What follows belongs to an exercise in optimizing a design on an open flow for a short achievable clock period and few clock cycles per item; a production flow would make more cautious choices. The RTL was checked by simulation tests, not by an equivalence proof against the original design. The clock input has no modelled driver; a real chip could not lean on it and would need a root buffer or a full tree. Power and IR drop assume default switching activity.

==> flow/design.v <==
module mem_issue_sched #(
  parameter int NLD = 4,
  parameter int NST = 4
) (
  input  logic        clock,
  input  logic        resetn,
  input  logic        alloc_valid,
  input  logic        alloc_store,
  input  logic [31:0] alloc_address,
  input  logic [31:0] alloc_data,
  input  logic [4:0]  alloc_dst,
  output logic        rs_lok,
  output logic        rs_sok,
  output logic        rs_free,
  output logic        mem_req,
  output logic        mem_we,
  output logic [31:0] mem_addr,
  output logic [31:0] mem_wdata,
  input  logic        mem_ack,
  input  logic [31:0] mem_rdata,
  output logic [63:0] out_databus,
  output logic        write_databus,
  output logic [4:0]  out_dst,
  output logic [31:0] out_dst_data,
  output logic        write_dst
);
  localparam int NQ = NLD + NST + 1;   
  localparam int NU = NLD + NST;
  logic        q_st   [NQ];
  logic [31:0] q_addr [NQ];
  logic [31:0] q_data [NQ];
  logic [4:0]  q_dst  [NQ];
  logic [NQ-1:0] wp_q, rp_q;           
  logic [NU-1:0]  u_q, u_d;
  logic [NLD-1:0] ld_q, ld_d;
  logic [NST-1:0] st_q, st_d;
  logic        mem_req_q, mem_we_q;
  logic [31:0] mem_addr_q, mem_wdata_q;
  logic        write_databus_q, write_dst_q, comp_st_q;
  logic        cmp_st_q;
  logic [31:0] cmp_addr_q, out_dst_data_q;
  logic [4:0]  out_dst_q;
  logic        rs_lok_q, rs_sok_q, rs_free_q;
  logic acc, acc_ld, acc_st, xfer, load_hd;
  logic inc_u, dec_u, inc_ld, dec_ld, inc_st, dec_st;
  logic        cu_st, nx_st;
  logic [31:0] cu_addr, cu_data, nx_addr, nx_data;
  logic [4:0]  cu_dst, nx_dst;
  always_comb begin
    acc    = alloc_valid & (alloc_store ? rs_sok_q : rs_lok_q);
    acc_ld = alloc_valid & ~alloc_store & rs_lok_q;
    acc_st = alloc_valid & alloc_store & rs_sok_q;
    xfer   = mem_req_q & mem_ack;
    load_hd = ~mem_req_q | mem_ack;
    inc_u  = acc & ~xfer;
    dec_u  = xfer & ~acc;
    inc_ld = acc_ld & ~write_dst_q;
    dec_ld = write_dst_q & ~acc_ld;
    inc_st = acc_st & ~comp_st_q;
    dec_st = comp_st_q & ~acc_st;
    for (int k = 0; k < NU; k++)
      u_d[k] = inc_u ? ((k == 0) ? 1'b1 : u_q[k-1])
             : dec_u ? ((k == NU - 1) ? 1'b0 : u_q[k+1])
             : u_q[k];
    for (int k = 0; k < NLD; k++)
      ld_d[k] = inc_ld ? ((k == 0) ? 1'b1 : ld_q[k-1])
              : dec_ld ? ((k == NLD - 1) ? 1'b0 : ld_q[k+1])
              : ld_q[k];
    for (int k = 0; k < NST; k++)
      st_d[k] = inc_st ? ((k == 0) ? 1'b1 : st_q[k-1])
              : dec_st ? ((k == NST - 1) ? 1'b0 : st_q[k+1])
              : st_q[k];
    cu_st   = 1'b0;
    cu_addr = '0;
    cu_data = '0;
    cu_dst  = '0;
    nx_st   = 1'b0;
    nx_addr = '0;
    nx_data = '0;
    nx_dst  = '0;
    for (int i = 0; i < NQ; i++) begin
      if (rp_q[i]) begin
        cu_st   = cu_st   | q_st[i];
        cu_addr = cu_addr | q_addr[i];
        cu_data = cu_data | q_data[i];
        cu_dst  = cu_dst  | q_dst[i];
      end
      if (rp_q[(i + NQ - 1) % NQ]) begin
        nx_st   = nx_st   | q_st[i];
        nx_addr = nx_addr | q_addr[i];
        nx_data = nx_data | q_data[i];
        nx_dst  = nx_dst  | q_dst[i];
      end
    end
  end
  always_ff @(posedge clock) begin
    for (int i = 0; i < NQ; i++)
      if (wp_q[i]) begin
        q_st[i]   <= alloc_store;
        q_addr[i] <= alloc_address;
        q_data[i] <= alloc_data;
        q_dst[i]  <= alloc_dst;
      end
  end
  always_ff @(posedge clock) begin
    if (!load_hd) begin
      mem_we_q    <= cu_st;
      mem_addr_q  <= cu_addr;
      mem_wdata_q <= cu_data;
    end else begin
      if (u_q[1]) begin
        mem_we_q    <= nx_st;
        mem_addr_q  <= nx_addr;
        mem_wdata_q <= nx_data;
      end else begin
        mem_we_q    <= alloc_store;
        mem_addr_q  <= alloc_address;
        mem_wdata_q <= alloc_data;
      end
    end
    cmp_st_q       <= cu_st;
    cmp_addr_q     <= cu_addr;
    out_dst_q      <= cu_dst;
    out_dst_data_q <= mem_rdata;
  end
  always_ff @(posedge clock) begin
    if (!resetn) begin
      wp_q            <= NQ'(1);
      rp_q            <= NQ'(1);
      u_q             <= '0;
      ld_q            <= '0;
      st_q            <= '0;
      mem_req_q       <= 1'b0;
      write_databus_q <= 1'b0;
      write_dst_q     <= 1'b0;
      comp_st_q       <= 1'b0;
      rs_lok_q        <= 1'b1;
      rs_sok_q        <= 1'b1;
      rs_free_q       <= 1'b1;
    end else begin
      if (acc)  wp_q <= {wp_q[NQ-2:0], wp_q[NQ-1]};
      if (xfer) rp_q <= {rp_q[NQ-2:0], rp_q[NQ-1]};
      u_q             <= u_d;
      ld_q            <= ld_d;
      st_q            <= st_d;
      mem_req_q       <= u_d[0];
      write_databus_q <= xfer;
      write_dst_q     <= xfer & ~cu_st;
      comp_st_q       <= xfer & cu_st;
      rs_lok_q        <= ~ld_d[NLD-1];
      rs_sok_q        <= ~st_d[NST-1];
      rs_free_q       <= ~ld_d[0] & ~st_d[0];
    end
  end
  assign rs_lok        = rs_lok_q;
  assign rs_sok        = rs_sok_q;
  assign rs_free       = rs_free_q;
  assign mem_req       = mem_req_q;
  assign mem_we        = mem_we_q;
  assign mem_addr      = mem_addr_q;
  assign mem_wdata     = mem_wdata_q;
  assign write_databus = write_databus_q;
  assign out_databus   = {14'h0, cmp_st_q, ~cmp_st_q, 16'h0, cmp_addr_q};
  assign write_dst     = write_dst_q;
  assign out_dst       = out_dst_q;
  assign out_dst_data  = out_dst_data_q;
endmodule
export LEC_CHECK = 0
export ABC_CLOCK_PERIOD_IN_PS = 1500
export CAP_MARGIN = 20
export CORE_MARGIN = 2
export CORE_UTILIZATION = 40
export SETUP_SLACK_MARGIN = 5
export SLEW_MARGIN = 20
create_clock -name core_clock -period 6.5 [get_ports {clock}]
run.sh (not shown) runs the stock make flow with config.mk's settings and CLKGATE_MAP_FILE= SYNTH_SCRIPT=/design/flow/synth_recipe.tcl, a recipe that flattens the netlist after the stock synthesis.
The baseline passed the timing, design-rule and antenna checks.
Testbench counts at the start, summed over its fixed seeds: cycles 3,216, items 3,200.
Edit:
--- a/flow/design.v
+++ b/flow/design.v
@@ -33,22 +33,23 @@
   logic [NQ-1:0] wp_q, rp_q;           
   logic [NU-1:0]  u_q, u_d;
   logic [NLD-1:0] ld_q, ld_d;
   logic [NST-1:0] st_q, st_d;
   logic        mem_req_q, mem_we_q;
   logic [31:0] mem_addr_q, mem_wdata_q;
+  logic [4:0]  hd_dst_q;
   logic        write_databus_q, write_dst_q, comp_st_q;
   logic        cmp_st_q;
   logic [31:0] cmp_addr_q, out_dst_data_q;
   logic [4:0]  out_dst_q;
   logic        rs_lok_q, rs_sok_q, rs_free_q;
   logic acc, acc_ld, acc_st, xfer, load_hd;
   logic inc_u, dec_u, inc_ld, dec_ld, inc_st, dec_st;
-  logic        cu_st, nx_st;
-  logic [31:0] cu_addr, cu_data, nx_addr, nx_data;
-  logic [4:0]  cu_dst, nx_dst;
+  logic        nx_st;
+  logic [31:0] nx_addr, nx_data;
+  logic [4:0]  nx_dst;
   always_comb begin
     acc    = alloc_valid & (alloc_store ? rs_sok_q : rs_lok_q);
     acc_ld = alloc_valid & ~alloc_store & rs_lok_q;
     acc_st = alloc_valid & alloc_store & rs_sok_q;
     xfer   = mem_req_q & mem_ack;
     load_hd = ~mem_req_q | mem_ack;
@@ -67,63 +68,50 @@
               : dec_ld ? ((k == NLD - 1) ? 1'b0 : ld_q[k+1])
               : ld_q[k];
     for (int k = 0; k < NST; k++)
       st_d[k] = inc_st ? ((k == 0) ? 1'b1 : st_q[k-1])
               : dec_st ? ((k == NST - 1) ? 1'b0 : st_q[k+1])
               : st_q[k];
-    cu_st   = 1'b0;
-    cu_addr = '0;
-    cu_data = '0;
-    cu_dst  = '0;
     nx_st   = 1'b0;
     nx_addr = '0;
     nx_data = '0;
     nx_dst  = '0;
-    for (int i = 0; i < NQ; i++) begin
-      if (rp_q[i]) begin
-        cu_st   = cu_st   | q_st[i];
-        cu_addr = cu_addr | q_addr[i];
-        cu_data = cu_data | q_data[i];
-        cu_dst  = cu_dst  | q_dst[i];
-      end
+    for (int i = 0; i < NQ; i++)
       if (rp_q[(i + NQ - 1) % NQ]) begin
         nx_st   = nx_st   | q_st[i];
         nx_addr = nx_addr | q_addr[i];
         nx_data = nx_data | q_data[i];
         nx_dst  = nx_dst  | q_dst[i];
       end
-    end
   end
   always_ff @(posedge clock) begin
     for (int i = 0; i < NQ; i++)
       if (wp_q[i]) begin
         q_st[i]   <= alloc_store;
         q_addr[i] <= alloc_address;
         q_data[i] <= alloc_data;
         q_dst[i]  <= alloc_dst;
       end
   end
   always_ff @(posedge clock) begin
-    if (!load_hd) begin
-      mem_we_q    <= cu_st;
-      mem_addr_q  <= cu_addr;
-      mem_wdata_q <= cu_data;
-    end else begin
+    if (load_hd) begin
       if (u_q[1]) begin
         mem_we_q    <= nx_st;
         mem_addr_q  <= nx_addr;
         mem_wdata_q <= nx_data;
+        hd_dst_q    <= nx_dst;
       end else begin
         mem_we_q    <= alloc_store;
         mem_addr_q  <= alloc_address;
         mem_wdata_q <= alloc_data;
+        hd_dst_q    <= alloc_dst;
       end
     end
-    cmp_st_q       <= cu_st;
-    cmp_addr_q     <= cu_addr;
-    out_dst_q      <= cu_dst;
+    cmp_st_q       <= mem_we_q;
+    cmp_addr_q     <= mem_addr_q;
+    out_dst_q      <= hd_dst_q;
     out_dst_data_q <= mem_rdata;
   end
   always_ff @(posedge clock) begin
     if (!resetn) begin
       wp_q            <= NQ'(1);
       rp_q            <= NQ'(1);
@@ -142,14 +130,14 @@
       if (xfer) rp_q <= {rp_q[NQ-2:0], rp_q[NQ-1]};
       u_q             <= u_d;
       ld_q            <= ld_d;
       st_q            <= st_d;
       mem_req_q       <= u_d[0];
       write_databus_q <= xfer;
-      write_dst_q     <= xfer & ~cu_st;
-      comp_st_q       <= xfer & cu_st;
+      write_dst_q     <= xfer & ~mem_we_q;
+      comp_st_q       <= xfer & mem_we_q;
       rs_lok_q        <= ~ld_d[NLD-1];
       rs_sok_q        <= ~st_d[NST-1];
       rs_free_q       <= ~ld_d[0] & ~st_d[0];
     end
   end
   assign rs_lok        = rs_lok_q;
The new run ran to the end with no violations.
Clock-buffer cell count goes down by 6.
Register-to-register slack improves by 0.56 ns.
Die area is lower by 6.3%.
Design area fell by 2.9%.
Global-route usage is lower by 3.7 points.
Via count goes down by 25%.
Critical path depth drops by 1.
Hold slack gets worse by 0.12 ns.
Total power is lower by 4.0%.
Maximum frequency came out lower by 5.0%.
Testbench counts after the change, summed over its fixed seeds: cycles 3,216, items 3,200.

* * *

== job 101 ==
mem_issue_sched, a different RTL version from the one above (not shown whole).
Size in the first run: ~2000 cells after synthesis, about 750 flip-flops, ~0.029 mm2 of cells after synthesis.
==> flow/config.mk <==
export PLATFORM = sky130hd
export DESIGN_NAME = mem_issue_sched
export DESIGN_NICKNAME = mem_issue_sched
export VERILOG_FILES = /design/flow/design.v
export SDC_FILE = /design/flow/constraint.sdc
export NUM_CORES = 4
export LEC_CHECK = 0
export ABC_CLOCK_PERIOD_IN_PS = 1500
export CAP_MARGIN = 20
export CORE_MARGIN = 2
export CORE_UTILIZATION = 40
export SETUP_SLACK_MARGIN = 5
export SLEW_MARGIN = 20
==> flow/constraint.sdc <==
create_clock -name core_clock -period 6.5 [get_ports {clock}]
set_input_delay 1.3000 -clock core_clock [delete_from_list [all_inputs] [get_ports {clock}]]
set_output_delay 1.3000 -clock core_clock [all_outputs]
set_load 0.01 [all_outputs]
standard.sh (not shown) runs the stock make flow with config.mk's settings and CLKGATE_MAP_FILE= SYNTH_SCRIPT=/design/flow/synth_recipe.tcl, a recipe that flattens the netlist after the stock synthesis.
==> flow/flow/run.sh <==
#!/bin/bash
# Standard ORFS layout, except that the clock tree is built by flow/pre_cts.tcl (a shallow,
# balanced two-level tree) instead of TritonCTS. make's output goes to standard.log; each ORFS
# step keeps its own log under orfs/logs.
set -euo pipefail
here=$(pwd)
bash standard.sh PRE_CTS_TCL="$here/flow/pre_cts.tcl" finish > "$here/standard.log" 2>&1
Other scripts of this flow, unchanged in this note and not shown: flow/flow/mktree.tcl, flow/flow/mvbuf.tcl, flow/flow/pre_cts.tcl
Testbench counts of job 101, summed over its fixed seeds: cycles 3,216, items 3,200.
The following lists how job 103 was set up differently from job 101:
--- a/flow/design.v
+++ b/flow/design.v
@@ -22,46 +22,44 @@
   output logic        write_databus,
   output logic [4:0]  out_dst,
   output logic [31:0] out_dst_data,
   output logic        write_dst
 );
   localparam int NQ = NLD + NST;       
   localparam int NU = NLD + NST;
   logic        q_st   [NQ];
   logic [31:0] q_addr [NQ];
-  logic [31:0] q_data [NQ];
-  logic [4:0]  q_dst  [NQ];
+  logic [31:0] q_data [NQ];            
   logic [NQ-1:0]  rp_q;                
   logic [NQ-1:0]  wp_l;                
   logic [NU-1:0]  u_l;                 
   logic [NLD-1:0] ld_l;                
   logic [NST-1:0] st_l;                
   logic           acc_q, acc_ld_q, acc_st_q, xfern_q, clp_q, csp_q;
   logic [NQ-1:0]  wp;
   logic [NU-1:0]  u;
   logic [NLD-1:0] ld;
   logic [NST-1:0] st;
   logic           lokn_q, sokn_q;      
   logic           hvn_q, ge2_q;        
-  logic           full_q;              
   logic           cln_q, cs_q;         
   logic        mem_req_q, mem_we_q;
   logic [31:0] mem_addr_q, mem_wdata_q;
   logic        write_databus_q, write_dst_q;
   logic        cmp_st_q, cmp_ld_q;
   logic [31:0] cmp_addr_q, out_dst_data_q;
   logic [4:0]  out_dst_q;
   logic        rs_lok_q, rs_sok_q, rs_free_q;
   logic acc, acc_ld, acc_st, xfer, comp;
   logic ld_full, st_full, free_if_idle;
   logic        cu_st, nx_st;
   logic [31:0] cu_addr, cu_data, nx_addr, nx_data;
-  logic [4:0]  cu_dst, nx_dst;
+  logic [4:0]  cu_dst;
   logic        tk_st, ht_st;
   logic [31:0] tk_addr, tk_data, ht_addr, ht_data;
   always_comb begin
     wp = acc_q ? {wp_l[NQ-2:0], wp_l[NQ-1]} : wp_l;
     for (int k = 0; k < NU; k++)
       u[k] = (acc_q && xfern_q) ? ((k == 0) ? 1'b1 : u_l[k-1])
            : (!xfern_q && !acc_q) ? ((k == NU - 1) ? 1'b0 : u_l[k+1])
            : u_l[k];
     for (int k = 0; k < NLD; k++)
@@ -77,51 +75,47 @@
     acc    = alloc_valid & (alloc_store ? ~sokn_q : ~lokn_q);
     xfer   = ~hvn_q & mem_ack;
     comp   = ~cln_q | cs_q;
     ld_full = (ld[NLD-1] | (ld[NLD-2] & acc_ld)) & cln_q;
     st_full = (st[NST-1] | (st[NST-2] & acc_st)) & ~cs_q;
     free_if_idle = (~ld[0] & ~st[0]) | (comp & ~ld[1] & ~st[1] & (ld[0] ^ st[0]));
     cu_st   = 1'b0;
     cu_addr = '0;
     cu_data = '0;
-    cu_dst  = '0;
     nx_st   = 1'b0;
     nx_addr = '0;
     nx_data = '0;
-    nx_dst  = '0;
     for (int i = 0; i < NQ; i++) begin
       if (rp_q[i]) begin
         cu_st   = cu_st   | q_st[i];
         cu_addr = cu_addr | q_addr[i];
         cu_data = cu_data | q_data[i];
-        cu_dst  = cu_dst  | q_dst[i];
       end
       if (rp_q[(i + NQ - 1) % NQ]) begin
         nx_st   = nx_st   | q_st[i];
         nx_addr = nx_addr | q_addr[i];
         nx_data = nx_data | q_data[i];
-        nx_dst  = nx_dst  | q_dst[i];
       end
     end
     tk_st   = ge2_q ? nx_st   : alloc_store;
     tk_addr = ge2_q ? nx_addr : alloc_address;
     tk_data = ge2_q ? nx_data : alloc_data;
     ht_st   = ~hvn_q ? cu_st   : alloc_store;
     ht_addr = ~hvn_q ? cu_addr : alloc_address;
     ht_data = ~hvn_q ? cu_data : alloc_data;
+    cu_dst  = cu_data[4:0];
   end
   always_ff @(posedge clock) begin
     for (int i = 0; i < NQ; i++)
-      if (wp[i] & ~full_q) begin
+      if (wp[i] & ~u[NU-1]) begin
         q_st[i]   <= alloc_store;
         q_addr[i] <= alloc_address;
-        q_data[i] <= alloc_data;
-        q_dst[i]  <= alloc_dst;
+        q_data[i] <= {alloc_data[31:5], alloc_store ? alloc_data[4:0] : alloc_dst};
       end
   end
   always_ff @(posedge clock) begin
     mem_we_q       <= mem_ack ? tk_st   : ht_st;
     mem_addr_q     <= mem_ack ? tk_addr : ht_addr;
     mem_wdata_q    <= mem_ack ? tk_data : ht_data;
     cmp_st_q       <= cu_st;
     cmp_ld_q       <= ~cu_st;
     cmp_addr_q     <= cu_addr;
@@ -139,19 +133,18 @@
       acc_ld_q        <= 1'b0;
       acc_st_q        <= 1'b0;
       xfern_q         <= 1'b1;
       clp_q           <= 1'b0;
       csp_q           <= 1'b0;
       lokn_q          <= 1'b0;
       sokn_q          <= 1'b0;
       hvn_q           <= 1'b1;
       ge2_q           <= 1'b0;
-      full_q          <= 1'b0;
       cln_q           <= 1'b1;
       cs_q            <= 1'b0;
       mem_req_q       <= 1'b0;
       write_databus_q <= 1'b0;
       write_dst_q     <= 1'b0;
       rs_lok_q        <= 1'b1;
       rs_sok_q        <= 1'b1;
       rs_free_q       <= 1'b1;
     end else begin
@@ -164,19 +157,18 @@
       acc_ld_q        <= acc_ld;
       acc_st_q        <= acc_st;
       xfern_q         <= ~xfer;
       clp_q           <= ~cln_q;
       csp_q           <= cs_q;
       lokn_q          <= ld_full;
       sokn_q          <= st_full;
       hvn_q           <= ~(acc | u[1] | (u[0] & ~mem_ack));
       ge2_q           <= u[2] | (u[1] & (acc | ~mem_ack)) | (u[0] & acc & ~mem_ack);
-      full_q          <= ~xfer & (u[NU-1] | (u[NU-2] & acc));
       cln_q           <= ~(xfer & ~cu_st);
       cs_q            <= xfer & cu_st;
       mem_req_q       <= acc | u[1] | (u[0] & ~mem_ack);
       write_databus_q <= xfer;
       write_dst_q     <= xfer & ~cu_st;
       rs_lok_q        <= ~ld_full;
       rs_sok_q        <= ~st_full;
       rs_free_q       <= ~acc & free_if_idle;
     end
## What came out
In job 103 the routed length per placed instance turned out about 1.2% higher than in job 101.
Fmax: job 103 lower than job 101
Between job 103 and job 101, it is job 103 whose via density per instance is higher, by about 0.7%.
Compared to job 101, job 103 has post-route non-filler standard cell count about 1.1% lower.
| antenna diode count | lower: job 101 |
Between job 101 and job 103, routed length on met3 increased.
The post-route clock period utilization of job 103 is higher than that of job 101.
Fraction of power consumed by combinational cells in job 103 vs job 101: up 2.5 points
The complex-gate fraction of the synthesized area of job 103 and that of job 101 are within noise of each other.
Testbench counts of job 103, summed over its fixed seeds: cycles 3,216, items 3,200.
In every run of this note, the design's own scripts or RTL, not TritonCTS, make the clock network.

separate check: timing with driven ports:
No port has a modelled driver above. Below, the same layouts with a new extraction and two added sets of constraints. Step 1 sets driving cells, clkbuf_16 on the clock port and buf_2 on the other inputs (assumed; they add their load-dependent delay and slew). Step 2 also shifts input and output timing later by t, the mid clock arrival at the registers, as if the neighbouring blocks saw the same clock. Three values: no drivers, after step 1, after step 2; two values: the first two.
| run | shift t [ns] | setup slack, ns | worst setup path after step 2 | worst data-port slew with drivers (ns) | cell pins on the clock port's net |
|---|---|---|---|---|---|
| the first run of note 1 | 0.709 | 3.966 / 3.900 / 3.713 | input to register | 0.10 | 1 |
| the second run of note 1 | 0.694 | 3.832 / 3.765 / 3.881 | input to register | 0.12 | 1 |
| job 101 | 0.457 | 4.457 / 4.206 / 3.749 | input to register | 0.68 | 4 |
| job 103 | 0.456 | 4.395 / 4.015 / 3.560 | input to register | 0.96 | 4 |
After both steps setup and hold are still met in every run listed. For job 103, which loses most, drivers alone change the setup slack by -0.380 ns; drivers and shift together by -0.835 ns.
